Context: an optimization exercise on an open-source flow, tuned for small area. The choices shown serve that exercise and are no tape-out recipe.
Only simulation tests tie the RTL to the original design; equivalence was not proved.
Power is estimated from default activity; no workload was simulated.

==> flow/flow/run.sh <==
#!/bin/bash
# Standard ORFS layout with two changes: ports are buffered with the
# smallest buffer, and CTS uses small clock buffers in larger clusters,
# without dummy loads.
set -euo pipefail
CTS="-sink_clustering_enable -repair_clock_nets -buf_list sky130_fd_sc_hd__clkbuf_8 -root_buf sky130_fd_sc_hd__clkbuf_8 -dont_use_dummy_load ${CTS_EXTRA:--sink_clustering_size 20 -sink_clustering_max_diameter 50}"
bash standard.sh \
  "BUFFER_PORTS_ARGS=-buffer_cell sky130_fd_sc_hd__buf_1" \
  "CTS_ARGS=$CTS" \
  finish > orfs_make.log 2>&1
==> flow/standard.sh <==
#!/bin/bash
# synth_recipe.tcl (not shown) runs the flow's synth.tcl, then flattens the netlist and writes it again
# the make line also repeats each setting of config.mk as NAME=value (left out here)
make -C /OpenROAD-flow-scripts/flow DESIGN_CONFIG=/design/flow/config.mk WORK_HOME=/design/flow/orfs CLKGATE_MAP_FILE= SYNTH_SCRIPT=/design/flow/synth_recipe.tcl "${@:-finish}"
==> flow/config.mk <==
export PLATFORM = sky130hd
export DESIGN_NAME = prbs_link_tester
export DESIGN_NICKNAME = prbs_link_tester
export VERILOG_FILES = /design/flow/design.v
export SDC_FILE = /design/flow/constraint.sdc
export NUM_CORES = 4
export LEC_CHECK = 0
export CAP_MARGIN = 20
export CORE_MARGIN = 2
export CORE_UTILIZATION = 40
export SLEW_MARGIN = 20
export SYNTH_HIERARCHICAL = 1
==> flow/constraint.sdc <==
create_clock -name core_clock -period 4.0 [get_ports {clock_async}]
set_input_delay 0.8000 -clock core_clock [delete_from_list [all_inputs] [get_ports {clock_async}]]
set_output_delay 0.8000 -clock core_clock [all_outputs]
set_load 0.01 [all_outputs]
==> flow/design.v <==
package link_test_pkg;
   localparam int frame_bits   = 64;
   localparam int payload_bits = 48;
   localparam int k_bits       = 8;  
   localparam logic [15:0]           comma_word   = 16'h50bc;
   localparam logic [frame_bits-1:0] start_word   = {8{8'hfc}};
   localparam logic [frame_bits-1:0] bonding_word = {8'hdc, 8'hfb, 8'hfe, 8'h1c, 32'h9999_9999};
   localparam logic [k_bits-1:0]     start_k      = 8'hff;
   localparam logic [k_bits-1:0]     bonding_k    = 8'hf0;  
   localparam logic [k_bits-1:0]     payload_k    = 8'h01;  
   localparam logic [71:0] start_frame   = {start_word, start_k};
   localparam logic [71:0] bonding_frame = {bonding_word, bonding_k};
   localparam int restart_period = 100;  
   localparam int period_bits    = $clog2(restart_period + 1);
   localparam logic [payload_bits-1:0] prbs_seed = payload_bits'(1);
   localparam logic [payload_bits-1:0] prbs_p2   = payload_bits'(4);  
   localparam int err_count_bits  = 32;
   localparam int good_count_bits = 42;
   function automatic logic [payload_bits-1:0] prbs_step(input logic [payload_bits-1:0] s);
      prbs_step = {s[46:0], s[47] ^ s[46] ^ s[20] ^ s[19]};
   endfunction
endpackage
`timescale 1ns/100ps
module prbs_gen (
   input  logic                                   clock_async,
   input  logic                                   restart,
   output logic [link_test_pkg::payload_bits-1:0] state
);
   always_ff @(posedge clock_async) begin
      if (restart)
         state <= link_test_pkg::prbs_seed;
      else
         state <= link_test_pkg::prbs_step(state);
   end
endmodule
`timescale 1ns/100ps
module tx_framer (
   input  logic         clock_async,
   input  logic         reset,
   input  logic         err_pulse,
   output logic [71:0]  frame
);
   localparam logic [47:0] mk_pl = link_test_pkg::start_frame[71:24];
   localparam logic [47:0] bd_pl = link_test_pkg::bonding_frame[71:24];
   logic [47:0] payload;
   logic        after_reset;  
   logic        err;
   logic        at_last, at_mk, at_bd;
   assign at_last = after_reset | (payload[40] & payload[6]);
   assign at_mk   = payload[13] & payload[2];
   assign at_bd   = payload[19] & payload[8];
   always_ff @(posedge clock_async) begin
      after_reset <= reset;
      if (at_last)
         payload <= mk_pl;
      else if (at_mk)
         payload <= bd_pl;
      else if (at_bd)
         payload <= link_test_pkg::prbs_p2;
      else
         payload <= link_test_pkg::prbs_step(payload);
      err <= err_pulse & ~at_last & ~at_mk;
   end
   always_comb begin
      if (at_mk) begin
         frame[23:0] = link_test_pkg::start_frame[23:0];
      end else if (at_bd) begin
         frame[23:0] = link_test_pkg::bonding_frame[23:0];
      end else begin
         frame[23:8] = link_test_pkg::comma_word;
         frame[7:0]  = link_test_pkg::payload_k;
      end
      frame[71:24] = payload ^ {47'd0, err};
   end
endmodule
`timescale 1ns/100ps
module lane_checker (
   input  logic         clock_async,
   input  logic         reset,
   input  logic         clear_counts,
   input  logic [71:0]  rx_frame,
   output logic [74:0]  status
);
   logic        start_detect;
   logic        bonding_detect;
   logic        waiting_for_start;
   logic        waiting_for_bonding;
   logic        ready;
   logic [47:0] prbs_state;
   logic [47:0] prbs_next;
   logic        differs;      
   logic        cmp_error;    
   logic        link_error;
   assign start_detect   = (rx_frame == link_test_pkg::start_frame);
   assign bonding_detect = (rx_frame == link_test_pkg::bonding_frame);
   localparam logic [47:0] prbs_pol = {24{2'b10}};
   logic [47:0] prbs_q;
   always_ff @(posedge clock_async) begin
      if (start_detect)
         prbs_q <= link_test_pkg::prbs_seed ^ prbs_pol;
      else
         prbs_q <= link_test_pkg::prbs_step(prbs_state) ^ prbs_pol;
   end
   assign prbs_state = prbs_q ^ prbs_pol;
   assign prbs_next = link_test_pkg::prbs_step(prbs_state);
   assign differs   = (rx_frame[71:8] != {prbs_next, link_test_pkg::comma_word});
   always_ff @(posedge clock_async) begin
      if (reset) begin
         waiting_for_start   <= 1'b1;
         waiting_for_bonding <= 1'b1;
         ready               <= 1'b0;
      end else begin
         if (start_detect)
            waiting_for_start <= 1'b0;
         if (bonding_detect && !waiting_for_start)
            waiting_for_bonding <= 1'b0;
         if (bonding_detect && !waiting_for_bonding)
            ready <= 1'b1;
      end
   end
   always_ff @(posedge clock_async) begin
      cmp_error  <= ready & differs & ~start_detect & ~bonding_detect;
      link_error <= cmp_error;
   end
   lane_counters i_counters (
      .clock_async (clock_async),
      .clr         (clear_counts | ~ready),
      .link_error  (link_error),
      .error_count (status[73:42]),
      .good_count  (status[41:0])
   );
   assign status[74] = ready;
endmodule
module lane_counters (
   input  logic        clock_async,
   input  logic        clr,
   input  logic        link_error,
   output logic [31:0] error_count,
   output logic [41:0] good_count
);
   logic [31:0] e_d;
   logic [41:0] g_d;
   logic [7:0]  e_all;    
   logic [10:0] g_all;
   logic [8:0]  e_c;      
   logic [11:0] g_c;
   logic        cnt_maxed;
   for (genvar b = 0; b < 8; b++) begin : g_eall
      cnt_and #(.N(4)) u (.a(error_count[4*b +: 4]), .y(e_all[b]));
   end
   for (genvar b = 0; b < 10; b++) begin : g_gall
      cnt_and #(.N(4)) u (.a(good_count[4*b +: 4]), .y(g_all[b]));
   end
   cnt_and #(.N(2)) u_gall_top (.a(good_count[41:40]), .y(g_all[10]));
   assign cnt_maxed = (&e_all) | (&g_all);
   assign e_c[0]    = ~cnt_maxed & link_error;
   assign g_c[0]    = ~cnt_maxed & ~link_error;
   for (genvar b = 0; b < 8; b++) begin : g_eblk
      cnt_blk #(.W(4)) u (.q(error_count[4*b +: 4]), .cin(e_c[b]), .clr(clr), .d(e_d[4*b +: 4]));
      cnt_and #(.N(2)) u_c (.a({e_c[b], e_all[b]}), .y(e_c[b+1]));
   end
   for (genvar b = 0; b < 10; b++) begin : g_gblk
      cnt_blk #(.W(4)) u (.q(good_count[4*b +: 4]), .cin(g_c[b]), .clr(clr), .d(g_d[4*b +: 4]));
      cnt_and #(.N(2)) u_c (.a({g_c[b], g_all[b]}), .y(g_c[b+1]));
   end
   cnt_blk #(.W(2)) u_gblk_top (.q(good_count[41:40]), .cin(g_c[10]), .clr(clr), .d(g_d[41:40]));
   assign g_c[11] = 1'b0;  
   always_ff @(posedge clock_async) begin
      error_count <= e_d;
      good_count  <= g_d;
   end
endmodule
module cnt_blk #(parameter int W = 4) (
   input  logic [W-1:0] q,
   input  logic         cin,
   input  logic         clr,
   output logic [W-1:0] d
);
   logic [W-1:0] cn;  
   cnt_bit u_b0 (.q(q[0]), .c(cin), .clr(clr), .d(d[0]));
   for (genvar i = 1; i < W; i++) begin : g_bit
      cnt_nand #(.N(i+1)) u_n (.a({cin, q[i-1:0]}), .y(cn[i]));
      cnt_bitn u_b (.q(q[i]), .cn(cn[i]), .clr(clr), .d(d[i]));
   end
   assign cn[0] = ~cin;
endmodule
module cnt_bit (input logic q, input logic c, input logic clr, output logic d);
   assign d = ~clr & (q ^ c);
endmodule
module cnt_bitn (input logic q, input logic cn, input logic clr, output logic d);
   assign d = ~clr & ~(q ^ cn);
endmodule
module cnt_and #(parameter int N = 2) (input logic [N-1:0] a, output logic y);
   assign y = &a;
endmodule
module cnt_nand #(parameter int N = 2) (input logic [N-1:0] a, output logic y);
   assign y = ~&a;
endmodule
`timescale 1ns/100ps
module tester_controls (
   input  logic clock_async,
   input  logic reset,
   input  logic inj_err,
   input  logic cnt_clear,
   output logic err_pulse,
   output logic clear_counts
);
   logic [1:0] inj_sr;  
   always_ff @(posedge clock_async) begin
      inj_sr       <= {inj_sr[0], inj_err & ~reset};
      err_pulse    <= inj_sr[0] & ~inj_sr[1];  
      clear_counts <= cnt_clear;               
   end
endmodule
`timescale 1ns/100ps
module prbs_link_tester (
   input  logic                        clock_async,
   input  logic                        reset,
   input  logic                        inj_err,
   input  logic                        cnt_clear,
   output logic [71:0]                 tx_frame0,
   output logic [71:0]                 tx_frame1,
   input  logic [71:0]                 rx_frame0,
   input  logic [71:0]                 rx_frame1,
   output logic [74:0]                 status0,
   output logic [74:0]                 status1
);
   logic        err_pulse;
   logic        clear_counts;
   logic [71:0] tx_frame;
   tester_controls i_controls (
      .clock_async  (clock_async),
      .reset        (reset),
      .inj_err      (inj_err),
      .cnt_clear    (cnt_clear),
      .err_pulse    (err_pulse),
      .clear_counts (clear_counts)
   );
   tx_framer i_framer (
      .clock_async (clock_async),
      .reset       (reset),
      .err_pulse   (err_pulse),
      .frame       (tx_frame)
   );
   assign tx_frame0 = tx_frame;
   assign tx_frame1 = tx_frame;
   lane_checker i_lane0 (
      .clock_async  (clock_async),
      .reset        (reset),
      .clear_counts (clear_counts),
      .rx_frame     (rx_frame0),
      .status       (status0)
   );
   lane_checker i_lane1 (
      .clock_async  (clock_async),
      .reset        (reset),
      .clear_counts (clear_counts),
      .rx_frame     (rx_frame1),
      .status       (status1)
   );
endmodule
==> results of run 1 <==
==> layout by cell type, fill, tap and decap left out, drive strengths merged, types with 4 or more instances in the layout <==
| cell type | count |
|---|---|
| a21o | 27 |
| a21oi | 11 |
| and2 | 36 |
| and3 | 12 |
| and4 | 36 |
| buf | 442 |
| clkbuf | 35 |
| conb | 6 |
| dfxtp | 308 |
| inv | 5 |
| nand2 | 127 |
| nand2b | 5 |
| nand3 | 42 |
| nand4 | 70 |
| nand4b | 8 |
| nor2 | 204 |
| nor3 | 12 |
| nor4 | 34 |
| nor4bb | 8 |
| or4 | 4 |
| xnor2 | 92 |
| xor2 | 159 |
==> synthesized netlist by cell type (2+ instances only) <==
master / count / area share (%)
sky130_fd_sc_hd__a211oi_1: 2 / 0.11
sky130_fd_sc_hd__a21o_1: 26 / 1.5
sky130_fd_sc_hd__a21oi_1: 10 / 0.38
sky130_fd_sc_hd__and2_1: 36 / 1.7
sky130_fd_sc_hd__and3_1: 12 / 0.57
sky130_fd_sc_hd__and4_1: 36 / 2.4
sky130_fd_sc_hd__buf_2: 3 / 0.11
sky130_fd_sc_hd__buf_4: 142 / 8.2
sky130_fd_sc_hd__clkbuf_1: 14 / 0.40
sky130_fd_sc_hd__conb_1: 2 / 0.057
sky130_fd_sc_hd__dfxtp_1: 308 / 47
sky130_fd_sc_hd__inv_1: 5 / 0.14
sky130_fd_sc_hd__nand2_1: 127 / 3.6
sky130_fd_sc_hd__nand2b_1: 5 / 0.24
sky130_fd_sc_hd__nand3_1: 42 / 1.6
sky130_fd_sc_hd__nand4_1: 68 / 3.3
sky130_fd_sc_hd__nand4_4: 2 / 0.33
sky130_fd_sc_hd__nand4b_1: 8 / 0.54
sky130_fd_sc_hd__nand4bb_1: 2 / 0.17
sky130_fd_sc_hd__nor2_1: 202 / 5.8
sky130_fd_sc_hd__nor2_2: 2 / 0.096
sky130_fd_sc_hd__nor2b_4: 2 / 0.21
sky130_fd_sc_hd__nor3_1: 10 / 0.38
sky130_fd_sc_hd__nor3_2: 2 / 0.15
sky130_fd_sc_hd__nor3b_1: 2 / 0.11
sky130_fd_sc_hd__nor4_1: 30 / 1.4
sky130_fd_sc_hd__nor4_2: 2 / 0.19
sky130_fd_sc_hd__nor4_4: 2 / 0.33
sky130_fd_sc_hd__nor4b_1: 2 / 0.13
sky130_fd_sc_hd__nor4bb_1: 8 / 0.61
sky130_fd_sc_hd__o31ai_1: 2 / 0.11
sky130_fd_sc_hd__or2_1: 2 / 0.096
sky130_fd_sc_hd__or3_1: 2 / 0.096
sky130_fd_sc_hd__or4_4: 4 / 0.34
sky130_fd_sc_hd__xnor2_1: 92 / 6.2
sky130_fd_sc_hd__xor2_1: 159 / 11
==> modules after synthesis (local to each module, per instance), a selection <==
module	flip-flops and latches	copies in the design	cells	cell area, um^2
lane_counters	74	2	83	1540
prbs_link_tester	0	1	72	541
tx_framer	50	1	205	2020
cnt_bit	0	38	2	12.5
tester_controls	4	1	6	108
cnt_bitn	0	110	2	12.5
lane_checker	53	2	227	2190
==> cell families after synthesis <==
group,count (synthesis)
buf+inv,164
flops,308
other cells,2
xor+xnor,252
compound gates,44
mux,1
simple gates,610
==> flip-flops by register name, indices dropped and copies added (netlist names), 2 cells and up <==
register	count
i_controls.inj_sr	2
i_lane0.prbs_q	48
i_lane1.prbs_q	48
i_lane0.i_counters.good_count	42
i_lane0.i_counters.error_count	32
i_lane1.i_counters.good_count	42
i_lane1.i_counters.error_count	32
i_framer.payload	48
==> where the power goes <==
group          internal, mW  switching [mW]  total, mW  leakage [nW]
clock network         0.781           0.995       1.78         0.252
registers              3.24           0.192       3.44          2.50
logic                 0.433           0.841       1.27          2.17
total                  4.46            2.03       6.49          4.92
==> worst paths after layout <==
kind	cells after the start	endpoint	startpoint
max	17	i_lane1.i_counters.good_count[41]$_DFF_P_	i_lane1.i_counters.good_count[28]$_DFF_P_
min	0	i_lane0.link_error$_DFF_P_	i_lane0.cmp_error$_DFF_P_
max reg2reg	17	i_lane1.i_counters.good_count[41]$_DFF_P_	i_lane1.i_counters.good_count[28]$_DFF_P_
min reg2reg	0	i_lane0.link_error$_DFF_P_	i_lane0.cmp_error$_DFF_P_
==> critical path: cells and delay by family (launching register included) <==
kind | cells | cell delay [ns]
xor gates and xnor gates | 1 | 0.13
and+or+nand+nor | 16 | 2.93
DFF | 1 | 0.44
==> layout make-up <==
| class | instances | area (um^2) | area share (%) |
|---|---|---|---|
| repair buffers | 442 | 1710 | 11.6 |
| clock buffers | 35 | 482 | 3.27 |
| multi-input cells | 913 | 5800 | 39.4 |
| inverters | 5 | 18.8 | 0.127 |
| well taps | 442 | 553 | 3.76 |
| flip-flops and latches | 308 | 6170 | 41.9 |
==> layer usage <==
metal / GRT usage, % / routed length, um / up-vias
li1: - / - / 5108
met1: 23.3 / 14300 / 4854
met2: 34.8 / 17000 / 355
met3: 4.31 / 2300 / 60
met4: 5.87 / 867 / 0
met5: 0 / 0 / -
==> stage by stage <==
stage / cell area [um^2] / power (mW) / util, %
floorplan: 13100 / 4.85 / -
global placement: 14200 / 4.79 / 43.9
detailed placement: 14200 / 4.80 / 43.9
CTS: 14700 / 6.59 / 45.4
global route: 14700 / 6.88 / 45.5
finish: 14700 / 6.49 / 45.5
==> impl_metrics.yaml, run 1 <==
run_status:
  outcome: "timing/DRC/antenna clean"
synthesis:
  ys_async_sr_fraction_pct: 0
  synthDistinctLibCells: 42
  ys_seq_elements: 308
  postSynth.topFlopCell: "sky130_fd_sc_hd__dfxtp_1"
  syn_avg_cell_area_um2: 9.47
  synth.area.mux_share_pct: 0.115
  synth-seq-area-share_pct: 47.2
  post_synth_and_or_nand_nor_area_fraction_pct: 24.5
  syn_area_mm2: 0.0131
  yosys.area_share.xor_xnor_pct: 17.0
  synthCells: 1381
  synth_compound_gate_area_share_pct: 2.37
  ys.warnings.count: 10
  combinational_family_with_the_most_area_after_synthesis: "simple AND/OR/NAND/NOR gates"
  synth-edff-count: 0
  post_synth_fa_ha_maj_area_fraction_pct: 0
clock_network:
  hold_buffers: 0
  cts_setup_buffers: 0
  cts_num_sinks: 308
  cts_buf_count: 35
  ctsResizeCount: 1
  clkSlewWorstSetupHoldPaths_ns: 0.09
  clock_insertion_delay_worst_skew_ns: 0.54
  cts_tree: "yes"
  ctsHtreeMaxLevel: 2
  cts-root-buf: "sky130_fd_sc_hd__clkbuf_8"
  clk_path_buf_depth: 3
global_route:
  first_global_vias: 9943
  grt_usage_pct: 19.5
  antenna_violations_before_repair: 0
  grt_first_pass_wirelength_um: 52800
  grt.overflow.total: 0
  largest_net_degree_at_the_start_of_global_routing: 46
placed_design:
  numPortBuffers: 429
  place.gp.congestion: 0.945
  worst_slack_at_placement_ns: 0.000986
  dp.cells: 2110
  dp_hpwl_um: 26900
sta:
  whs_ns: 0.331
  layout_min_cycle_time_ns: 3.63
  fmax_mhz: 276
  final-setup-viol-count: 0
  timing.final.hold_violations: 0
  setup_total_negative_slack_ns: 0
  final_max_slew_viol_count: 0
  layout_worst_path_cycle_share_pct: 90.7
  timing.max_slew.rel_slack_pct: 34.5
  final.setup_skew_ns: 0.0532
  final_critical_path_setup_slack_ns: 0.371
  tightestPinTransition_ns: 0.979
pwr:
  cellLeakagePower_nw: 4.92
  maximum_vdd_drop_mv: 0.233
  cellPowerDensity_mw_per_mm2: 440
critical_path:
  critical_path.startpoint_type: "register"
  reg2reg_slack_ns: 0.37
  slowest_stage: "sky130_fd_sc_hd__dfxtp_1"
  critical_path.cell_chain: "and4_1 -> nand4_1 -> nor3_2 -> nor3_2 -> and2_1 -> and2_2 -> and2_1 -> and2_2 -> and2_2 -> and2_2 -> and2_1 -> and2_1 -> and2_1 -> and2_1 -> nand2_1 -> xor2_1 -> nor2_1"
  worstSetupEndpointType: "register"
  path_class: "register to register"
  cp_max_fo: 6
  worst_ep_arrival_time_ns: 4.01
  cp_common_cell: "sky130_fd_sc_hd__and2_1"
  critPathRequiredTime_ns: 4.38
  crit_path_max_incr_delay_ns: 0.44
finish:
  area_delta_synth_final_pct: 12.6
  final.fill_count: 3305
  final_net_count: 1853
  diodes: 0
  post_layout_nonfiller_instances: 2145
  share_of_layout_cells_above_drive_strength_1_pct: 4.58
die:
  io_pins: 442
  floorplan.rows: 66
  coreArea_mm2: 0.0324
  die-height_um: 185
  initial_core_util_pct: 40.4
  die_area_mm2: 0.0341
  fp.dieW_um: 185
hold_path:
  hp-class: "register to register"
detailed_routing:
  vias_per_cell: 4.84
  route.antenna.remaining_nets: 0
  totalWireLength_um: 34400
  first_iter_violations: 389
  routedWlPerCell_um: 16.1
  dr_total_vias: 10377
  drt_pass1_iterations: 5
  drt_drc_violations_left: 0
run:
  drv.max_cap_violation_count: 0
==> run 2: changes to the inputs <==
==> flow/flow/run.sh (replaced) <==
#!/bin/bash
# Standard ORFS layout with two changes: ports are buffered with the
# smallest buffer, and CTS uses small clock buffers in larger clusters,
# without dummy loads.
set -euo pipefail
CTS="-sink_clustering_enable -repair_clock_nets -buf_list sky130_fd_sc_hd__clkbuf_4 -root_buf sky130_fd_sc_hd__clkbuf_8 -dont_use_dummy_load ${CTS_EXTRA:--sink_clustering_size 10 -sink_clustering_max_diameter 40}"
bash standard.sh \
  "BUFFER_PORTS_ARGS=-buffer_cell sky130_fd_sc_hd__buf_1" \
  "CTS_ARGS=$CTS" \
  RECOVER_POWER=100 \
  finish > orfs_make.log 2>&1
==> run 2 against run 1 <==
Compared with the run above:
- the layout now fails its checks (capacitance limit, slew limit)
- sequential power barely moved
- die area did not move
- cell count rose by 0.56%
- highest routed layer unchanged
- clock power fell by about 10%
- critical endpoint is now i_lane0.i_counters.good_count[41]$_DFF_P_
- worst setup slack got worse by 0.013 ns
==> impl_metrics.yaml, run 2 <==
run_status:
  outcome: "complete, but fails checks"
  failed_layout_checks: "capacitance limit, slew limit"
finish:
  leading_cell_type_in_the_layout_fill_and_taps_excluded: "sky130_fd_sc_hd__buf_1"
  share_of_layout_cells_above_drive_strength_1_pct: 4.37
  multi_input_comb_area_mm2: 0.00577
  layout.cells.most_common_list: "sky130_fd_sc_hd__buf_1, sky130_fd_sc_hd__dfxtp_1, sky130_fd_sc_hd__nor2_1"
  layout.cell_area.non_filler_mm2: 0.0146
  layout_top_registers: "i_framer.payload: 48 flops, i_lane0.prbs_q: 48 flops, i_lane1.prbs_q: 48 flops"
  area_delta_synth_final_pct: 11.4
  diodes: 0
  final.fill_count: 3345
  fin_util_pct: 45.0
  final_net_count: 1865
  sequential_cell_area_mm2: 0.00617
  post_layout_nonfiller_instances: 2157
pwr:
  maximum_vdd_drop_mv: 0.280
  power.share.clock_pct: 25.5
  p_int_mw: 4.26
  power.share.sequential_pct: 54.6
  power.combinational.fraction_pct: 19.9
  cellPowerDensity_mw_per_mm2: 432
  sw_frac_of_total_pct: 32.3
  power_switching_mw: 2.03
  cellLeakagePower_nw: 4.85
global_route:
  gr-usage-met2_pct: 34.8
  grt.overflow.total: 0
  antenna_violations_before_repair: 0
  first_global_vias: 10066
  grt_first_pass_wirelength_um: 53200
  grt_usage_pct: 19.6
  largest_net_degree_at_the_start_of_global_routing: 46
  gr-usage-met1_pct: 23.2
  global_route.peak_usage_layer: "met2"
  met3_usage_pct: 4.82
critical_path:
  cp_max_fo: 6
  worstSetupEndpointType: "register"
  worstSetupStartpoint: "i_lane0.i_counters.good_count[16]$_DFF_P_"
  critical_path.startpoint_type: "register"
  reg2reg_depth: 17
  worst_ep_arrival_time_ns: 4.08
  path_class: "register to register"
  r2r_start: "i_lane0.i_counters.good_count[16]$_DFF_P_"
  reg2reg_to: "i_lane0.i_counters.good_count[41]$_DFF_P_"
  reg2reg_slack_ns: 0.36
  critPathRequiredTime_ns: 4.44
detailed_routing:
  first_iter_violations: 426
  drt_pass1_iterations: 5
  dr_total_vias: 10437
  drt_drc_violations_left: 0
  totalWireLength_um: 34500
  vias_per_cell: 4.84
  routedWlPerCell_um: 16.0
  route.antenna.remaining_nets: 0
synthesis:
  synth-seq-area-share_pct: 47.2
  ys.warnings.count: 10
  synthDominantAreaCellType: "sky130_fd_sc_hd__dfxtp_1"
  synthCells: 1381
  synth_common_cells: "sky130_fd_sc_hd__dfxtp_1, sky130_fd_sc_hd__nor2_1, sky130_fd_sc_hd__xor2_1"
  postSynth.topFlopCell: "sky130_fd_sc_hd__dfxtp_1"
  ys_seq_elements: 308
  synth-edff-count: 0
  ys_async_sr_fraction_pct: 0
  syn_avg_cell_area_um2: 9.47
  yosys.cell_count.top_type: "sky130_fd_sc_hd__dfxtp_1"
  synth.top_cell.area_share_pct: 47.2
  synthDistinctLibCells: 42
  ys_top_cells_by_area: "sky130_fd_sc_hd__dfxtp_1, sky130_fd_sc_hd__xor2_1, sky130_fd_sc_hd__buf_4"
  syn_area_mm2: 0.0131
hold_path:
  timing.hold.worst_endpoint: "i_lane0.link_error$_DFF_P_"
  hp-class: "register to register"
  holdCritStartpoint: "i_lane0.cmp_error$_DFF_P_"
  whs_path_depth: 0
clock_network:
  ctsHtreeMaxLevel: 2
  clock_insertion_delay_worst_skew_ns: 0.56
  cts-root-buf: "sky130_fd_sc_hd__clkbuf_8"
  clkSlewWorstSetupHoldPaths_ns: 0.10
  cts_setup_buffers: 0
  hold_buffers: 0
  cts_num_sinks: 308
  cts_tree: "yes"
  cts_buf_count: 47
  clk_path_buf_depth: 3
sta:
  timing.final.hold_violations: 0
  layout_min_cycle_time_ns: 3.64
  final.setup_skew_ns: 0.0617
  whs_ns: 0.337
  tightestPinTransition_ns: 1.76
  setup_total_negative_slack_ns: 0
  timing.max_slew.rel_slack_pct: -17.1
  layout_worst_path_cycle_share_pct: 91.1
  fmax_mhz: 275
  final_max_slew_viol_count: 100
  final-setup-viol-count: 0
die:
  io_pins: 442
  coreArea_mm2: 0.0324
  die_area_mm2: 0.0341
  fp.dieW_um: 185
  die-height_um: 185
  initial_core_util_pct: 40.4
  floorplan.rows: 66
placed_design:
  place.gp.congestion: 0.945
  numPortBuffers: 429
  dp_hpwl_um: 26900
  dp.cells: 2110
  postPlaceCellArea_mm2: 0.0142
run:
  drv.max_cap_violation_count: 3
-- run 2: cell counts after synthesis --
Identical to the previous run, type by type.
-- run 2: timing repair --
action / 4_1_cts / 5_1_grt
endpoints found under the hold margin: 0 / 0
setup endpoints to repair: 2 / 11
gates resized for setup: 1 / 8
-- run 2: cell type report --
cell class                      count  share of cell area, %
Tap cell                          442                   3.80
Inverter                            5                  0.129
Timing Repair Buffer              442                   11.5
Clock buffer                       47                   2.64
Sequential cell                   308                   42.3
Multi-Input combinational cell    913                   39.6
-- run 2: stage by stage --
step / setup WS [ns] / power (mW)
6_report: 0.358 / 6.29
5_1_grt: -0.0177 / 6.68
4_1_cts: 0.139 / 6.43
3_5_place_dp: 0.000986 / 4.80
3_3_place_gp: 0.148 / 4.79
2_1_floorplan: 0.339 / 4.85
-- run 2: worst max-delay path by stage --
stage | end | cells past startpoint
after floorplan | i_lane0.i_counters.good_count[41]$_DFF_P_ | 17
after global placement | i_lane0.i_counters.good_count[41]$_DFF_P_ | 17
after detailed placement | i_lane0.i_counters.good_count[41]$_DFF_P_ | 17
after CTS | i_lane1.i_counters.good_count[41]$_DFF_P_ | 17
after global routing | i_lane1.i_counters.good_count[41]$_DFF_P_ | 17
final | i_lane0.i_counters.good_count[41]$_DFF_P_ | 17
-- run 2: power by group through the flow --
stage / Combinational (mW) / Clock (mW) / Sequential (mW)
finish: 1.25 / 1.60 / 3.43
global route: 1.41 / 1.82 / 3.45
CTS: 1.29 / 1.70 / 3.44
detailed placement: 1.29 / 0 / 3.51
global placement: 1.29 / 0 / 3.51
floorplan: 1.46 / 0 / 3.40
-- run 2: per-layer routing --
layer  wire (um)  up-vias  part of all wire [%]
met3        2390       59                   6.9
met1       14400     4867                    42
li1            -     5147                     -
met5           0        -                     0
met2       16900      364                    49
met4         855        0                   2.5
-- run 2: cells by family (layout without fill, tap and decap cells) --
| kind of cell | count (synthesis) | count (layout) | synth area share [%] |
|---|---|---|---|
| muxes | 1 | 1 | 0.115 |
| DFF | 308 | 308 | 47.2 |
| other | 2 | 6 | 0.0574 |
| and+or+nand+nor | 610 | 610 | 24.5 |
| AOI/OAI and AO/OA | 44 | 44 | 2.37 |
| xor gates and xnor gates | 252 | 252 | 17.0 |
| buffers and inverters | 164 | 494 | 8.82 |
-- run 2: critical path, stage by stage (launching register included) --
cell,delay [ns]
sky130_fd_sc_hd__dfxtp_1,0.37
sky130_fd_sc_hd__and4_1,0.24
sky130_fd_sc_hd__nand4_1,0.13
sky130_fd_sc_hd__nor3_2,0.08
sky130_fd_sc_hd__nor3_4,0.28
sky130_fd_sc_hd__and2_1,0.27
sky130_fd_sc_hd__and2_1,0.24
sky130_fd_sc_hd__and2_1,0.17
sky130_fd_sc_hd__and2_1,0.14
sky130_fd_sc_hd__and2_1,0.21
sky130_fd_sc_hd__and2_2,0.23
sky130_fd_sc_hd__and2_1,0.24
sky130_fd_sc_hd__and2_2,0.24
sky130_fd_sc_hd__and2_1,0.24
sky130_fd_sc_hd__and2_1,0.19
sky130_fd_sc_hd__nand2_1,0.07
sky130_fd_sc_hd__xor2_1,0.14
sky130_fd_sc_hd__nor2_1,0.05
-- run 2: Yosys stat by module (local to each module, per instance), excerpt --
module            flops+latches  area, um^2  cells  times used
lane_checker                 53        2190    227           2
tx_framer                    50        2020    205           1
lane_counters                74        1540     83           2
prbs_link_tester              0         541     72           1
tester_controls               4         108      6           1
cnt_bit                       0        12.5      2          38
cnt_bitn                      0        12.5      2         110
==> run 3: changes to the inputs <==
--- a/flow/flow/run.sh
+++ b/flow/flow/run.sh
@@ -7,5 +7,4 @@
 bash standard.sh \
   "BUFFER_PORTS_ARGS=-buffer_cell sky130_fd_sc_hd__buf_1" \
   "CTS_ARGS=$CTS" \
-  RECOVER_POWER=100 \
   finish > orfs_make.log 2>&1
==> run 3 against run 2 <==
Compared with the run above:
- now clean on timing, DRC and antenna
- area after synthesis stayed put
- highest routed layer unchanged
- first-iteration DRC count fell by 8.7%
- fmax about the same
- clock power hardly changed
- die area unchanged
- non-clock buffer count unchanged
- sequential cell count stayed put
- worst hold slack unchanged
- worst setup slack hardly changed
- critical path depth did not move
- sequential power is essentially flat
- cell area grew 0.41%
==> impl_metrics.yaml, run 3 <==
run_status:
  outcome: "timing/DRC/antenna clean"
clock_network:
  clk_path_buf_depth: 3
  cts_num_sinks: 308
  cts_buf_count: 47
  cts-root-buf: "sky130_fd_sc_hd__clkbuf_8"
  ctsHtreeMaxLevel: 2
  clock_insertion_delay_worst_skew_ns: 0.56
  hold_buffers: 0
  cts_tree: "yes"
  clkSlewWorstSetupHoldPaths_ns: 0.10
finish:
  final.fill_count: 3328
  layout.cells.most_common_list: "sky130_fd_sc_hd__buf_1, sky130_fd_sc_hd__dfxtp_1, sky130_fd_sc_hd__nor2_1"
  final_net_count: 1865
  layout.cell_area.non_filler_mm2: 0.0146
  diodes: 0
  layout_top_registers: "i_framer.payload: 48 flops, i_lane0.prbs_q: 48 flops, i_lane1.prbs_q: 48 flops"
  share_of_layout_cells_above_drive_strength_1_pct: 5.25
  leading_cell_type_in_the_layout_fill_and_taps_excluded: "sky130_fd_sc_hd__buf_1"
  area_delta_synth_final_pct: 11.9
synthesis:
  synth_common_cells: "sky130_fd_sc_hd__dfxtp_1, sky130_fd_sc_hd__nor2_1, sky130_fd_sc_hd__xor2_1"
  synth.top_cell.area_share_pct: 47.2
  synth-seq-area-share_pct: 47.2
  ys_top_cells_by_area: "sky130_fd_sc_hd__dfxtp_1, sky130_fd_sc_hd__xor2_1, sky130_fd_sc_hd__buf_4"
  ys_seq_elements: 308
  synthDominantAreaCellType: "sky130_fd_sc_hd__dfxtp_1"
  yosys.cell_count.top_type: "sky130_fd_sc_hd__dfxtp_1"
  syn_avg_cell_area_um2: 9.47
  ys_async_sr_fraction_pct: 0
  synth-edff-count: 0
  postSynth.topFlopCell: "sky130_fd_sc_hd__dfxtp_1"
  synthCells: 1381
  syn_area_mm2: 0.0131
  ys.warnings.count: 10
  synthDistinctLibCells: 42
sta:
  tightestPinTransition_ns: 1.00
  final_critical_path_setup_slack_ns: 0.357
  final_max_slew_viol_count: 0
  layout_min_cycle_time_ns: 3.64
  fmax_mhz: 275
  final-setup-viol-count: 0
  timing.max_slew.rel_slack_pct: 33.0
  timing.final.hold_violations: 0
  layout_worst_path_cycle_share_pct: 91.1
  setup_total_negative_slack_ns: 0
  final.setup_skew_ns: 0.0612
  whs_ns: 0.337
pwr:
  maximum_vdd_drop_mv: 0.277
  design_power_total_mw: 6.31
  cellLeakagePower_nw: 4.90
  cellPowerDensity_mw_per_mm2: 432
die:
  floorplan.rows: 66
  coreArea_mm2: 0.0324
  io_pins: 442
  die_area_mm2: 0.0341
  fp.dieW_um: 185
  initial_core_util_pct: 40.4
  die-height_um: 185
placed_design:
  numPortBuffers: 429
  worst_slack_at_placement_ns: 0.000986
  place.gp.congestion: 0.945
  postPlaceCellArea_mm2: 0.0142
  dp_hpwl_um: 26900
critical_path:
  cp_max_fo: 6
  critPathRequiredTime_ns: 4.44
  worst_ep_arrival_time_ns: 4.08
  critical_path.startpoint_type: "register"
  worstSetupEndpointType: "register"
  path_class: "register to register"
hold_path:
  hp-class: "register to register"
global_route:
  largest_net_degree_at_the_start_of_global_routing: 46
  grt_usage_pct: 19.6
  grt_first_pass_wirelength_um: 53200
  antenna_violations_before_repair: 0
  grt.overflow.total: 0
  first_global_vias: 10066
detailed_routing:
  totalWireLength_um: 34600
  routedWlPerCell_um: 16.0
  vias_per_cell: 4.85
  drt_pass1_iterations: 5
  dr_total_vias: 10466
  drt_drc_violations_left: 0
  route.antenna.remaining_nets: 0
  first_iter_violations: 389
run:
  drv.max_cap_violation_count: 0
==> run 3: path summary, 6_finish.rpt <==
check                                                 start                                         to  slack (ns)  cells after the start
hold reg to reg                   i_lane0.cmp_error$_DFF_P_                 i_lane0.link_error$_DFF_P_        0.34                      0
setup reg to reg  i_lane0.i_counters.good_count[16]$_DFF_P_  i_lane0.i_counters.good_count[41]$_DFF_P_        0.36                     17
setup / recovery  i_lane0.i_counters.good_count[16]$_DFF_P_  i_lane0.i_counters.good_count[41]$_DFF_P_        0.36                     17
hold / removal                    i_lane0.cmp_error$_DFF_P_                 i_lane0.link_error$_DFF_P_        0.34                      0
==> run 3: modules after synthesis (local to each module, per instance), excerpt <==
module | cells | cell area, um^2
cnt_bitn | 2 | 12.5
lane_counters | 83 | 1540
tester_controls | 6 | 108
prbs_link_tester | 72 | 541
tx_framer | 205 | 2020
cnt_bit | 2 | 12.5
==> run 3: where the power goes <==
group	switching, mW	internal (mW)
Clock	1.00	0.600
Sequential	0.192	3.24
Combinational	0.841	0.433
Total	2.04	4.28
==> run 3: repair_timing <==
item                                    in CTS  in global routing
resized for setup                            1                  8
endpoints found under the setup margin       2                 11
buffers inserted                             0                  0
==> run 3: stage by stage <==
step,instances,util (%)
3_5_place_dp,2110,43.9
5_1_grt,2157,45.2
3_3_place_gp,2110,43.9
2_1_floorplan,1385,-
4_1_cts,2157,45.1
6_report,2157,45.2
==> run 3: layout make-up <==
type	instances	area (um^2)	area share (%)
clock buffer	47	384	2.63
inverter	5	18.8	0.128
multi-input combinational	913	5800	39.6
sequential	308	6170	42.2
tap	442	553	3.78
timing repair buffer	442	1710	11.7
==> run 3: logic make-up (layout without fill, tap and decap cells) <==
kind of cell	count (synthesis)	after routing	share of synthesized area (%)
flip-flops	308	308	47.2
AO/OA/AOI/OAI	44	44	2.37
AND/OR/NAND/NOR	610	610	24.5
XOR/XNOR	252	252	17.0
buffers and inverters	164	494	8.82
other	2	6	0.0574
multiplexers	1	1	0.115
==> run 3: critical path: stages, from the launching register on <==
cell	delay, ns
sky130_fd_sc_hd__dfxtp_1	0.37
sky130_fd_sc_hd__and4_1	0.24
sky130_fd_sc_hd__nand4_1	0.13
sky130_fd_sc_hd__nor3_2	0.08
sky130_fd_sc_hd__nor3_4	0.28
sky130_fd_sc_hd__and2_1	0.27
sky130_fd_sc_hd__and2_1	0.24
sky130_fd_sc_hd__and2_1	0.17
sky130_fd_sc_hd__and2_1	0.14
sky130_fd_sc_hd__and2_1	0.21
sky130_fd_sc_hd__and2_2	0.23
sky130_fd_sc_hd__and2_1	0.24
sky130_fd_sc_hd__and2_2	0.24
sky130_fd_sc_hd__and2_1	0.24
sky130_fd_sc_hd__and2_1	0.19
sky130_fd_sc_hd__nand2_1	0.07
sky130_fd_sc_hd__xor2_1	0.14
sky130_fd_sc_hd__nor2_1	0.05
==> run 3: layer usage <==
layer | vias to the layer above | share of wire, % | routed length, um | global-route usage (%)
met2 | 367 | 49 | 17000 | 34.8
met5 | - | 0 | 0 | 0
met4 | 0 | 2.5 | 851 | 6.41
li1 | 5150 | - | - | -
met1 | 4890 | 42 | 14500 | 23.2
met3 | 59 | 6.7 | 2310 | 4.82
==> run 4: changes to the inputs <==
==> flow/flow/run.sh (replaced) <==
#!/bin/bash
# Standard ORFS layout with three changes: combinational cells come out of
# synthesis at drive strength 1 (placement repair sizes up what needs it),
# ports are buffered with the smallest buffer, and CTS uses small clock
# buffers in clusters of at most 10 sinks, without dummy loads.
set -euo pipefail
CTS="-sink_clustering_enable -repair_clock_nets -buf_list sky130_fd_sc_hd__clkbuf_4 -root_buf sky130_fd_sc_hd__clkbuf_8 -dont_use_dummy_load -sink_clustering_size 10 -sink_clustering_max_diameter 40"
ARGS=("BUFFER_PORTS_ARGS=-buffer_cell sky130_fd_sc_hd__buf_1" "CTS_ARGS=$CTS")
bash standard.sh "${ARGS[@]}" synth > orfs_synth.log 2>&1
RES=orfs/results/sky130hd/prbs_link_tester/base
PLATFORM_DIR=$FLOW_HOME/platforms/sky130hd ODB=$RES/1_synth.odb \
  openroad -no_init -exit flow/downsize.tcl > downsize.log 2>&1
bash standard.sh "${ARGS[@]}" finish > orfs_make.log 2>&1
==> flow/flow/downsize.tcl (new file) <==
# Swap every combinational cell that synthesis gave a drive strength above 1
# for the same cell at strength 1; the placement repair sizes up again
# whatever then needs it.
read_lef $::env(PLATFORM_DIR)/lef/sky130_fd_sc_hd.tlef
read_lef $::env(PLATFORM_DIR)/lef/sky130_fd_sc_hd_merged.lef
read_db $::env(ODB)
set db [ord::get_db]
set n 0
foreach inst [[ord::get_db_block] getInsts] {
  set m [[$inst getMaster] getName]
  if {[regexp {^(sky130_fd_sc_hd__[a-z0-9]+)_([0-9]+)$} $m -> base drive]} {
    if {$drive > 1 && ![string match "*df*" $base] && ![string match "*buf*" $base] && ![string match "*conb*" $base]} {
      set small [$db findMaster ${base}_1]
      if {$small != "NULL"} {
        $inst swapMaster $small
        incr n
      }
    }
  }
}
puts "downsized $n instances"
write_db $::env(ODB)
==> run 4 against run 3 <==
Compared with the run above:
- highest routed layer unchanged
- critical path depth stayed put
- worst setup slack worse by 0.060 ns
- area after synthesis down 1.0%
- cell area fell by 0.94%
- still clean
- non-clock buffer count up 2
- largest power group unchanged
- clock-buffer cell count grew 3
- first-iteration DRC count is 2.3% higher
- combinational power about the same
- synthesized cell count unchanged
==> impl_metrics.yaml, run 4 <==
finish:
  layout_top_registers: "i_framer.payload: 48 flops, i_lane0.prbs_q: 48 flops, i_lane1.prbs_q: 48 flops"
  share_of_layout_cells_above_drive_strength_1_pct: 4.65
  area_delta_synth_final_pct: 12.0
  final_net_count: 1870
  leading_cell_type_in_the_layout_fill_and_taps_excluded: "sky130_fd_sc_hd__buf_1"
  layout.cells.most_common_list: "sky130_fd_sc_hd__buf_1, sky130_fd_sc_hd__dfxtp_1, sky130_fd_sc_hd__nor2_1"
  multi_input_comb_area_mm2: 0.00567
  sequential_cell_area_mm2: 0.00617
  final.fill_count: 3186
clock_network:
  cts_num_sinks: 308
  cts_tree: "yes"
  ctsHtreeMaxLevel: 2
  clock_insertion_delay_worst_skew_ns: 0.56
  cts-root-buf: "sky130_fd_sc_hd__clkbuf_8"
  hold_buffers: 0
  clkSlewWorstSetupHoldPaths_ns: 0.10
  clk_path_buf_depth: 3
  cts_buf_count: 50
critical_path:
  path_class: "register to register"
  worstSetupEndpointType: "register"
  reg2reg_slack_ns: 0.30
  critical_path.startpoint_type: "register"
  cp_max_fo: 5
  worst_ep_arrival_time_ns: 4.10
  critPathRequiredTime_ns: 4.40
die:
  die_area_mm2: 0.0338
  initial_core_util_pct: 40.8
  io_pins: 442
  die-height_um: 184
  floorplan.rows: 65
  coreArea_mm2: 0.0317
  fp.dieW_um: 184
sta:
  final_max_slew_viol_count: 0
  fmax_mhz: 270
  timing.max_slew.rel_slack_pct: 31.7
  layout_worst_path_cycle_share_pct: 92.6
  final.setup_skew_ns: 0.0802
  tightestPinTransition_ns: 1.02
  layout_min_cycle_time_ns: 3.70
  timing.final.hold_violations: 0
  final-setup-viol-count: 0
  rsz0062_at_grt: "false"
  setup_total_negative_slack_ns: 0
detailed_routing:
  drt_drc_violations_left: 0
  drt_pass1_iterations: 5
  first_iter_violations: 398
  dr_total_vias: 10576
  vias_per_cell: 4.98
  totalWireLength_um: 35800
  route.antenna.remaining_nets: 0
  routedWlPerCell_um: 16.8
placed_design:
  place.gp.congestion: 0.945
  dp_hpwl_um: 27800
  numPortBuffers: 429
pwr:
  maximum_vdd_drop_mv: 0.314
  power.share.clock_pct: 26.1
  power.combinational.fraction_pct: 19.8
  p_int_mw: 4.29
  cellPowerDensity_mw_per_mm2: 437
  sw_frac_of_total_pct: 32.2
  power.share.sequential_pct: 54.1
  design_power_total_mw: 6.33
  cellLeakagePower_nw: 4.87
  power_switching_mw: 2.04
run:
  drv.max_cap_violation_count: 0
global_route:
  first_global_vias: 10052
  antenna_violations_before_repair: 1
  grt_first_pass_wirelength_um: 54200
  largest_net_degree_at_the_start_of_global_routing: 47
  grt.overflow.total: 0
  grt_usage_pct: 20.3
synthesis:
  syn_avg_cell_area_um2: 9.37
  synthCells: 1381
  syn_area_mm2: 0.0129
  ys.warnings.count: 10
run_status:
  outcome: "timing/DRC/antenna clean"
hold_path:
  hp-class: "register to register"
run 4: worst max-delay path, cell delays in order (launching register included):
cell and delay, ns:
sky130_fd_sc_hd__dfxtp_1 0.42, sky130_fd_sc_hd__and4_1 0.25, sky130_fd_sc_hd__nand4_1 0.12, sky130_fd_sc_hd__nor3_1 0.29, sky130_fd_sc_hd__nor3_1 0.11, sky130_fd_sc_hd__and2_2 0.22
sky130_fd_sc_hd__and2_1 0.20, sky130_fd_sc_hd__and2_2 0.23, sky130_fd_sc_hd__and2_1 0.20, sky130_fd_sc_hd__and2_2 0.23, sky130_fd_sc_hd__and2_2 0.22, sky130_fd_sc_hd__and2_2 0.21
sky130_fd_sc_hd__and2_2 0.22, sky130_fd_sc_hd__and2_1 0.20, sky130_fd_sc_hd__and2_1 0.17, sky130_fd_sc_hd__nand2_1 0.07, sky130_fd_sc_hd__xor2_1 0.13, sky130_fd_sc_hd__nor2_1 0.06
run 4: power groups by stage:
| stage | Sequential (mW) | Clock [mW] | Combinational, mW |
|---|---|---|---|
| global placement | 3.50 | 0 | 1.27 |
| CTS | 3.43 | 1.75 | 1.27 |
| global route | 3.45 | 1.86 | 1.40 |
| detailed placement | 3.50 | 0 | 1.27 |
| finish | 3.43 | 1.66 | 1.25 |
| floorplan | 3.39 | 0 | 1.43 |
run 4: metrics by stage:
stage	hold slack [ns]	worst slack, ns	instance area (um^2)	std cells	utilization (%)
6_report	0.330	0.298	14500	2123	45.7
5_1_grt	0.337	0.00669	14500	2122	45.7
4_1_cts	0.313	0.0515	14500	2120	45.6
3_5_place_dp	0.336	0.000678	14000	2070	44.3
3_3_place_gp	0.312	0.0814	14000	2070	44.3
2_1_floorplan	0.310	0.347	13000	1385	-
run 4: metal layers:
metal	vias up	GRT usage, %	share of wire [%]
li1	5154	-	-
met2	424	36.6	50
met4	0	7.84	3.3
met5	-	0	0
met3	87	5.67	8.1
met1	4911	22.6	39
run 4: area by class of cell:
class	instances	share of cell area [%]
repair buffers	444	11.9
inverters	5	0.130
well taps	402	3.47
clock buffers	50	2.81
flip-flops and latches	308	42.6
diodes	1	0.0173
multi-input cells	913	39.1
run 4: final timing paths:
| path | from | endpoint | cells after the start |
|---|---|---|---|
| max reg2reg | i_lane1.i_counters.good_count[13]$_DFF_P_ | i_lane1.i_counters.good_count[41]$_DFF_P_ | 17 |
| max | i_lane1.i_counters.good_count[13]$_DFF_P_ | i_lane1.i_counters.good_count[41]$_DFF_P_ | 17 |
| min | i_lane1.cmp_error$_DFF_P_ | i_lane1.link_error$_DFF_P_ | 0 |
| min reg2reg | i_lane1.cmp_error$_DFF_P_ | i_lane1.link_error$_DFF_P_ | 0 |
run 4: timing repair:
item	4_1_cts	5_1_grt
setup endpoints to repair	1	14
pin swaps	0	1
gates resized for setup	1	12
setup buffers	0	2
endpoints found under the hold margin	0	0
==> run 5: changes to the inputs <==
--- a/flow/config.mk
+++ b/flow/config.mk
@@ -7,6 +7,7 @@
 export LEC_CHECK = 0
 export CAP_MARGIN = 20
 export CORE_MARGIN = 2
-export CORE_UTILIZATION = 40
+export CORE_UTILIZATION = 80
+export PLACE_DENSITY = 0.88
 export SLEW_MARGIN = 20
 export SYNTH_HIERARCHICAL = 1
==> run 5 against run 4 <==
Compared with the run above:
- synthesized cell count did not move
- highest routed layer unchanged
- first-iteration DRC count rose by 97%
- fmax decreased by 2.2%
- area after synthesis unchanged
- cell area shrank 2.2%
- clock skew is 0.033 ns lower
- via count is 6.8% higher
- sequential power about the same
- still clean on timing, DRC and antenna
- clock power is 9% lower
- critical path type unchanged
==> impl_metrics.yaml, run 5 <==
run_status:
  outcome: "timing/DRC/antenna clean"
critical_path:
  path_delay_family: "simple AND/OR/NAND/NOR gates"
  r2r_start: "i_lane1.i_counters.good_count[36]$_DFF_P_"
  critical_path.startpoint_type: "register"
  reg2reg_depth: 17
  critical_path.cell_chain: "and4_1 -> nand3_1 -> nor3_1 -> nor3_1 -> and2_2 -> and2_1 -> and2_2 -> and2_1 -> and2_1 -> and2_1 -> and2_1 -> and2_1 -> and2_1 -> and2_1 -> nand2_1 -> xor2_1 -> nor2_1"
  reg2reg_to: "i_lane1.i_counters.good_count[41]$_DFF_P_"
  cp_max_fo: 6
  critPathBufInv: 0
  reg2reg_slack_ns: 0.21
  worstSetupEndpointType: "register"
  critPathRequiredTime_ns: 4.39
  worst_ep_arrival_time_ns: 4.18
  path_class: "register to register"
  cp_common_cell: "sky130_fd_sc_hd__and2_1"
  slowest_stage: "sky130_fd_sc_hd__dfxtp_1"
  crit_path_max_incr_delay_ns: 0.39
global_route:
  grt_usage_pct: 41.0
  largest_net_degree_at_the_start_of_global_routing: 75
  antenna_violations_before_repair: 0
  first_global_vias: 11008
  grt.overflow.total: 0
  grt_first_pass_wirelength_um: 56200
synthesis:
  syn_area_mm2: 0.0129
  ys.warnings.count: 10
  synthCells: 1381
  syn_avg_cell_area_um2: 9.37
finish:
  layout.cells.most_common_list: "sky130_fd_sc_hd__buf_1, sky130_fd_sc_hd__dfxtp_1, sky130_fd_sc_hd__nor2_1"
  leading_cell_type_in_the_layout_fill_and_taps_excluded: "sky130_fd_sc_hd__buf_1"
  share_of_layout_cells_above_drive_strength_1_pct: 3.80
  fin_util_pct: 89.5
  final_net_count: 1860
  layout.cell_area.non_filler_mm2: 0.0142
  final.fill_count: 832
  layout_top_registers: "i_framer.payload: 48 flops, i_lane0.prbs_q: 48 flops, i_lane1.prbs_q: 48 flops"
  area_delta_synth_final_pct: 9.51
die:
  die-height_um: 131
  die_area_mm2: 0.0172
  initial_core_util_pct: 81.8
  floorplan.rows: 46
  fp.dieW_um: 131
  coreArea_mm2: 0.0158
  io_pins: 442
clock_network:
  clkSlewWorstSetupHoldPaths_ns: 0.11
  cts_buf_count: 41
  cts_num_sinks: 308
  cts-root-buf: "sky130_fd_sc_hd__clkbuf_8"
  cts_tree: "yes"
  ctsHtreeMaxLevel: 2
  clk_path_buf_depth: 3
  clock_insertion_delay_worst_skew_ns: 0.54
sta:
  layout_worst_path_cycle_share_pct: 94.7
  tightestPinTransition_ns: 0.953
  final.setup_skew_ns: 0.0473
  timing.max_slew.rel_slack_pct: 36.3
  final-setup-viol-count: 0
  final_max_slew_viol_count: 0
  rsz0062_at_grt: "false"
  fmax_mhz: 264
  layout_min_cycle_time_ns: 3.79
  final_critical_path_setup_slack_ns: 0.213
  timing.final.hold_violations: 0
  setup_total_negative_slack_ns: 0
hold_path:
  hp-class: "register to register"
  timing.hold.worst_endpoint: "i_lane1.link_error$_DFF_P_"
  whs_path_depth: 0
  holdCritStartpoint: "i_lane1.cmp_error$_DFF_P_"
pwr:
  cellLeakagePower_nw: 4.81
  p_int_mw: 4.19
  maximum_vdd_drop_mv: 0.393
  power.combinational.fraction_pct: 21.3
  power.share.clock_pct: 24.0
  sw_frac_of_total_pct: 33.0
  power.share.sequential_pct: 54.7
  power_switching_mw: 2.07
  cellPowerDensity_mw_per_mm2: 442
placed_design:
  numPortBuffers: 429
  worst_slack_at_placement_ns: 0.0681
  place.gp.congestion: 1.02
  dp_hpwl_um: 27800
  postPlaceCellArea_mm2: 0.0138
detailed_routing:
  vias_per_cell: 5.86
  first_iter_violations: 785
  routedWlPerCell_um: 19.1
  drt_drc_violations_left: 0
  dr_total_vias: 11298
  route.antenna.remaining_nets: 0
  totalWireLength_um: 36900
  drt_pass1_iterations: 5
run:
  drv.max_cap_violation_count: 0
[run 5: timing repair]
action,4_1_cts,5_1_grt
setup endpoints to repair,1,8
hold buffers,0,0
gates cloned,0,0
pin swaps,0,1
buffers inserted,0,1
gates resized for setup,1,7
[run 5: through the flow]
stage / hold WS (ns) / std cells / power (mW)
floorplan: 0.310 / 1385 / 4.83
finish: 0.338 / 1927 / 6.26
CTS: 0.338 / 1925 / 6.25
global placement: 0.310 / 1884 / 4.77
detailed placement: 0.317 / 1884 / 4.80
global route: 0.347 / 1926 / 6.48
[run 5: metal layers]
metal | wire length [um] | track usage (%) | vias up
met1 | 13100 | 46.4 | 5306
met4 | 2840 | 28.9 | 0
met3 | 3280 | 8.02 | 193
met5 | 0 | 0 | -
met2 | 17600 | 69.8 | 671
li1 | - | - | 5128
[run 5: layout make-up]
cell class | count | area [um^2] | share of cell area, %
sequential | 308 | 6170 | 43.5
multi-input combinational | 913 | 5660 | 39.9
timing repair buffer | 443 | 1720 | 12.1
clock buffer | 41 | 339 | 2.39
tap | 216 | 270 | 1.91
inverter | 5 | 18.8 | 0.132
antenna | 1 | 2.50 | 0.0177
[run 5: worst max-delay path by stage]
stage | endpoint | start | cells past startpoint
2_1_floorplan | i_lane0.i_counters.good_count[41]$_DFF_P_ | i_lane0.i_counters.good_count[12]$_DFF_P_ | 17
3_3_place_gp | i_lane0.i_counters.good_count[41]$_DFF_P_ | i_lane0.i_counters.good_count[12]$_DFF_P_ | 17
3_5_place_dp | i_lane0.i_counters.good_count[41]$_DFF_P_ | i_lane0.i_counters.good_count[12]$_DFF_P_ | 17
4_1_cts | i_lane0.i_counters.good_count[41]$_DFF_P_ | i_lane0.i_counters.good_count[32]$_DFF_P_ | 17
5_1_grt | i_lane1.i_counters.error_count[31]$_DFF_P_ | i_lane1.i_counters.error_count[16]$_DFF_P_ | 15
6_report | i_lane1.i_counters.good_count[41]$_DFF_P_ | i_lane1.i_counters.good_count[36]$_DFF_P_ | 17
[run 5: power by group through the flow]
stage / sequential [mW] / clock (mW) / combinational [mW]
finish: 3.42 / 1.51 / 1.33
global route: 3.44 / 1.63 / 1.41
CTS: 3.42 / 1.51 / 1.32
detailed placement: 3.48 / 0 / 1.31
global placement: 3.48 / 0 / 1.29
floorplan: 3.39 / 0 / 1.43
==> run 6: changes to the inputs <==
--- a/flow/config.mk
+++ b/flow/config.mk
@@ -7,7 +7,7 @@
 export LEC_CHECK = 0
 export CAP_MARGIN = 20
 export CORE_MARGIN = 2
-export CORE_UTILIZATION = 80
-export PLACE_DENSITY = 0.88
+export CORE_UTILIZATION = 72
+export PLACE_DENSITY = 0.82
 export SLEW_MARGIN = 20
 export SYNTH_HIERARCHICAL = 1
==> run 6 against run 5 <==
Compared with the run above:
- still clean
- clock skew fell by 0.0052 ns
- via count fell by 4.8%
- non-clock buffer count fell by 2
==> impl_metrics.yaml, run 6 <==
run_status:
  outcome: "timing/DRC/antenna clean"
pwr:
  p_int_mw: 4.19
  power_switching_mw: 2.01
  power.share.clock_pct: 24.0
  power.combinational.fraction_pct: 20.8
  power.share.sequential_pct: 55.2
  sw_frac_of_total_pct: 32.4
  cellPowerDensity_mw_per_mm2: 438
  cellLeakagePower_nw: 4.80
  maximum_vdd_drop_mv: 0.496
  design_power_total_mw: 6.20
placed_design:
  dp_hpwl_um: 25700
  numPortBuffers: 429
  worst_slack_at_placement_ns: 0.201
  place.gp.congestion: 0.919
detailed_routing:
  route.antenna.remaining_nets: 0
  drt_pass1_iterations: 5
  m1_wire_length_um: 12400
  totalWireLength_um: 33200
  first_iter_violations: 472
  route.met3.wl_um: 2370
  dr_total_vias: 10760
  topRoutingLayerUsed: "met4"
  routedWlPerCell_um: 17.2
  drt_drc_violations_left: 0
  routed-wl-met2_um: 16000
  vias_per_cell: 5.55
clock_network:
  ctsResizeCount: 0
  cts_setup_buffers: 0
  cts-root-buf: "sky130_fd_sc_hd__clkbuf_8"
  clkSlewWorstSetupHoldPaths_ns: 0.11
  hold_buffers: 0
  clk_path_buf_depth: 3
  cts_num_sinks: 308
  clock_insertion_delay_worst_skew_ns: 0.54
  cts_buf_count: 41
  cts_tree: "yes"
  ctsHtreeMaxLevel: 2
sta:
  tightestPinTransition_ns: 0.955
  timing.final.hold_violations: 0
  setup_total_negative_slack_ns: 0
  layout_worst_path_cycle_share_pct: 92.3
  fmax_mhz: 271
  final-setup-viol-count: 0
  final_max_slew_viol_count: 0
  final.setup_skew_ns: 0.0421
  layout_min_cycle_time_ns: 3.69
  rsz0062_at_grt: "false"
  whs_ns: 0.356
  final_critical_path_setup_slack_ns: 0.306
  timing.max_slew.rel_slack_pct: 36.2
critical_path:
  path_delay_family: "simple AND/OR/NAND/NOR gates"
  critPathRequiredTime_ns: 4.43
  cp_common_cell: "sky130_fd_sc_hd__and2_1"
  critPathBufInv: 0
  worst_ep_arrival_time_ns: 4.12
  critical_path.cell_chain: "and4_1 -> nand4_1 -> nor3_1 -> nor3_2 -> and2_1 -> and2_1 -> and2_1 -> and2_1 -> and2_1 -> and2_1 -> and2_1 -> and2_1 -> and2_1 -> and2_1 -> nand2_1 -> xor2_1 -> nor2_1"
  critical_path.startpoint_type: "register"
  worst-path-stages: 17
  worstSetupEndpointType: "register"
  crit_path_max_incr_delay_ns: 0.37
  path_class: "register to register"
  slowest_stage: "sky130_fd_sc_hd__dfxtp_1"
  reg2reg_depth: 17
  cp_max_fo: 6
global_route:
  grt.overflow.total: 0
  first_global_vias: 10268
  grt_first_pass_wirelength_um: 52200
  antenna_violations_before_repair: 0
  grt_usage_pct: 33.8
  largest_net_degree_at_the_start_of_global_routing: 44
synthesis:
  syn_area_mm2: 0.0129
  ys.warnings.count: 10
  syn_avg_cell_area_um2: 9.37
  synthCells: 1381
finish:
  fin_util_pct: 79.7
  leading_cell_type_in_the_layout_fill_and_taps_excluded: "sky130_fd_sc_hd__buf_1"
  share_of_layout_cells_above_drive_strength_1_pct: 3.45
  layout.cells.most_common_list: "sky130_fd_sc_hd__buf_1, sky130_fd_sc_hd__dfxtp_1, sky130_fd_sc_hd__nor2_1"
  area_delta_synth_final_pct: 9.44
  layout_top_registers: "i_framer.payload: 48 flops, i_lane0.prbs_q: 48 flops, i_lane1.prbs_q: 48 flops"
  multi_input_comb_area_mm2: 0.00565
  diodes: 0
  final_net_count: 1858
  final.fill_count: 1314
  sequential_cell_area_mm2: 0.00617
run:
  drv.max_cap_violation_count: 0
die:
  fp.dieW_um: 138
  floorplan.rows: 49
  io_pins: 442
  die-height_um: 138
  initial_core_util_pct: 72.8
  coreArea_mm2: 0.0178
  die_area_mm2: 0.0191
hold_path:
  hp-class: "register to register"
  whs_path_depth: 0
## run 6: per-layer routing
metal  vias up  global-route usage, %
met5         -                      0
met4         0                   23.5
met3       143                   6.03
met2       511                   56.9
met1      4977                   39.1
li1       5129                      -
## run 6: layout make-up
type | count | area share [%]
Tap cell | 229 | 2.02
Timing Repair Buffer | 441 | 12.0
Inverter | 5 | 0.133
Clock buffer | 41 | 2.39
Multi-Input combinational cell | 913 | 39.9
Sequential cell | 308 | 43.5
## run 6: power by group through the flow
stage,Clock [mW],Combinational (mW),Sequential (mW)
2_1_floorplan,0,1.43,3.39
3_3_place_gp,0,1.27,3.49
3_5_place_dp,0,1.28,3.49
4_1_cts,1.53,1.29,3.42
5_1_grt,1.64,1.39,3.45
6_report,1.49,1.29,3.42
## run 6: through the flow
stage               instance area [um^2]  std cells
global placement                   13800       1896
floorplan                          13000       1385
detailed placement                 13800       1896
finish                             14200       1937
CTS                                14200       1937
global route                       14200       1937
## run 6: final timing paths
path / from / endpoint / slack [ns]
max: i_lane0.i_counters.good_count[28]$_DFF_P_ / i_lane0.i_counters.good_count[41]$_DFF_P_ / 0.31
min: i_lane1.cmp_error$_DFF_P_ / i_lane1.link_error$_DFF_P_ / 0.36
max reg2reg: i_lane0.i_counters.good_count[28]$_DFF_P_ / i_lane0.i_counters.good_count[41]$_DFF_P_ / 0.31
min reg2reg: i_lane1.cmp_error$_DFF_P_ / i_lane1.link_error$_DFF_P_ / 0.36
==> run 7: changes to the inputs <==
--- a/flow/config.mk
+++ b/flow/config.mk
@@ -7,7 +7,7 @@
 export LEC_CHECK = 0
 export CAP_MARGIN = 20
 export CORE_MARGIN = 2
-export CORE_UTILIZATION = 72
-export PLACE_DENSITY = 0.82
+export CORE_UTILIZATION = 65
+export PLACE_DENSITY = 0.75
 export SLEW_MARGIN = 20
 export SYNTH_HIERARCHICAL = 1
==> run 7 against run 6 <==
Compared with the run above:
- still clean
- global-route usage shrank 3.2 points
- clock skew shrank 0.012 ns
- total power shrank 0.88%
- utilization shrank 6.9 points
- sequential power is essentially flat
- routed wire length grew 0.46%
- non-clock buffer count grew 1
- register-to-register slack gained 0.03 ns
- worst setup slack gained 0.026 ns
- synthesized cell count is the same
- area after synthesis is the same
- clock-buffer cell count shrank 2
- critical path type unchanged
==> impl_metrics.yaml, run 7 <==
critical_path:
  path_class: "register to register"
  cp_max_fo: 6
  worst_ep_arrival_time_ns: 4.05
  worstSetupEndpointType: "register"
  slowest_stage: "sky130_fd_sc_hd__dfxtp_1"
  crit_path_max_incr_delay_ns: 0.37
  critical_path.startpoint_type: "register"
  critical_path.cell_chain: "and4_1 -> nand4_1 -> nor3_1 -> nor3_1 -> and2_2 -> and2_1 -> and2_2 -> and2_1 -> and2_2 -> and2_2 -> and2_1 -> and2_2 -> and2_1 -> and2_1 -> nand2_1 -> xor2_1 -> nor2_1"
  r2r_start: "i_lane1.i_counters.good_count[12]$_DFF_P_"
  critPathRequiredTime_ns: 4.38
  worstSetupStartpoint: "i_lane1.i_counters.good_count[12]$_DFF_P_"
placed_design:
  place.gp.congestion: 0.961
  numPortBuffers: 429
  dp_hpwl_um: 26200
finish:
  layout.cells.most_common_list: "sky130_fd_sc_hd__buf_1, sky130_fd_sc_hd__dfxtp_1, sky130_fd_sc_hd__nor2_1"
  share_of_layout_cells_above_drive_strength_1_pct: 3.51
  layout_top_registers: "i_framer.payload: 48 flops, i_lane0.prbs_q: 48 flops, i_lane1.prbs_q: 48 flops"
  leading_cell_type_in_the_layout_fill_and_taps_excluded: "sky130_fd_sc_hd__buf_1"
  diodes: 0
  final_net_count: 1857
  area_delta_synth_final_pct: 9.75
die:
  die-height_um: 145
  io_pins: 442
  fp.dieW_um: 145
  initial_core_util_pct: 66.3
  coreArea_mm2: 0.0195
  die_area_mm2: 0.0211
  floorplan.rows: 51
pwr:
  cellLeakagePower_nw: 4.80
  design_power_total_mw: 6.15
  cellPowerDensity_mw_per_mm2: 433
  maximum_vdd_drop_mv: 0.250
sta:
  fmax_mhz: 273
  final-setup-viol-count: 0
  rsz0062_at_grt: "false"
  layout_worst_path_cycle_share_pct: 91.7
  final.setup_skew_ns: 0.0305
  layout_min_cycle_time_ns: 3.67
  whs_ns: 0.334
  final_max_slew_viol_count: 0
  timing.max_slew.rel_slack_pct: 37.7
  timing.final.hold_violations: 0
  setup_total_negative_slack_ns: 0
  tightestPinTransition_ns: 0.935
global_route:
  grt_usage_pct: 30.6
  largest_net_degree_at_the_start_of_global_routing: 40
  grt.overflow.total: 0
  grt_first_pass_wirelength_um: 52000
  antenna_violations_before_repair: 0
  first_global_vias: 10037
detailed_routing:
  dr_total_vias: 10565
  drt_pass1_iterations: 5
  totalWireLength_um: 33400
  route.antenna.remaining_nets: 0
  vias_per_cell: 5.36
  first_iter_violations: 487
  drt_drc_violations_left: 0
  routedWlPerCell_um: 16.9
clock_network:
  cts_num_sinks: 308
  cts_tree: "yes"
  clock_insertion_delay_worst_skew_ns: 0.52
  hold_buffers: 0
  ctsHtreeMaxLevel: 2
  cts-root-buf: "sky130_fd_sc_hd__clkbuf_8"
  clkSlewWorstSetupHoldPaths_ns: 0.11
  cts_buf_count: 39
  clk_path_buf_depth: 3
synthesis:
  synthCells: 1381
  ys.warnings.count: 10
  syn_area_mm2: 0.0129
  syn_avg_cell_area_um2: 9.37
hold_path:
  holdCritStartpoint: "i_controls.inj_sr[0]$_DFF_P_"
  hp-class: "register to register"
run:
  drv.max_cap_violation_count: 0
run_status:
  outcome: "timing/DRC/antenna clean"
[run 7: stage by stage]
stage	setup WS (ns)	std cells	instance area [um^2]	utilization, %
after floorplan	0.347	1385	13000	-
after global placement	0.327	1933	13900	71.0
after detailed placement	0.193	1933	13900	71.0
after CTS	0.146	1972	14200	72.7
after global routing	0.0556	1972	14200	72.7
final	0.333	1972	14200	72.7
[run 7: metal layers]
metal  vias to the layer above  wire (um)  part of all wire, %  track usage [%]
met1                      4928      13000                   39             34.8
li1                       5132          -                    -                -
met2                       415      16900                   50             55.5
met4                         0       1440                  4.3             13.7
met5                         -          0                    0                0
met3                        90       2150                  6.4             5.82
[run 7: critical path, delay by kind of cell (launching register included)]
kind | cells | cell delay [ns]
and+or+nand+nor | 16 | 3.01
DFF | 1 | 0.37
xor gates and xnor gates | 1 | 0.15
[run 7: final cells by class]
type | count | area [um^2]
timing repair buffer | 442 | 1710
multi-input combinational | 913 | 5650
fill | 1573 | 5320
sequential | 308 | 6170
inverter | 5 | 18.8
tap | 265 | 332
clock buffer | 39 | 324
[run 7: path summary, 6_finish.rpt]
check | endpoint | slack, ns | cells past startpoint
min reg2reg | i_controls.inj_sr[1]$_DFF_P_ | 0.33 | 0
max | i_lane1.i_counters.good_count[41]$_DFF_P_ | 0.33 | 17
max reg2reg | i_lane1.i_counters.good_count[41]$_DFF_P_ | 0.33 | 17
min | i_controls.inj_sr[1]$_DFF_P_ | 0.33 | 0
[run 7: timing repair]
item / 4_1_cts / 5_1_grt
endpoints found under the hold margin: 0 / 0
endpoints found under the setup margin: 0 / 8
buffers inserted: 0 / 0
resized for setup: 0 / 6
[run 7: power breakdown]
group | internal [mW] | switching, mW | leakage (nW)
sequential | 3.24 | 0.179 | 2.50
combinational | 0.418 | 0.863 | 2.11
clock | 0.510 | 0.936 | 0.192

## what the ideal ports hide
No port has a modelled driver above. Below, the same layouts with a new extraction and two added sets of constraints. Step 1 (the two cells are an assumption about what drives the block):
set clk [get_ports {clock_async}]
set_driving_cell -lib_cell sky130_fd_sc_hd__clkbuf_16 $clk
set_driving_cell -lib_cell sky130_fd_sc_hd__buf_2 [delete_from_list [all_inputs] $clk]
Step 2 moves the port delays by t, midway between the first and last clock arrival at a register: inputs arrive t later, outputs are due t later. That takes back most of the time a late clock gives input paths. Three values: ideal, step 1, step 2; two values: the first two.
run	t, ns	setup WS [ns]	clock arrival spread, ns	slew at the worst register clock pin (ns)
run 1	0.553	0.371 / 0.371 / 0.371	0.053 / 0.054	0.10 / 0.10
run 2	0.579	0.358 / 0.358 / 0.358	0.062 / 0.061	0.11 / 0.11
run 3	0.578	0.357 / 0.357 / 0.357	0.061 / 0.061	0.11 / 0.11
run 4	0.570	0.298 / 0.298 / 0.298	0.084 / 0.084	0.10 / 0.10
run 5	0.560	0.213 / 0.213 / 0.213	0.057 / 0.057	0.11 / 0.11
run 6	0.560	0.306 / 0.306 / 0.306	0.045 / 0.045	0.11 / 0.11
run 7	0.546	0.333 / 0.333 / 0.333	0.034 / 0.035	0.11 / 0.11
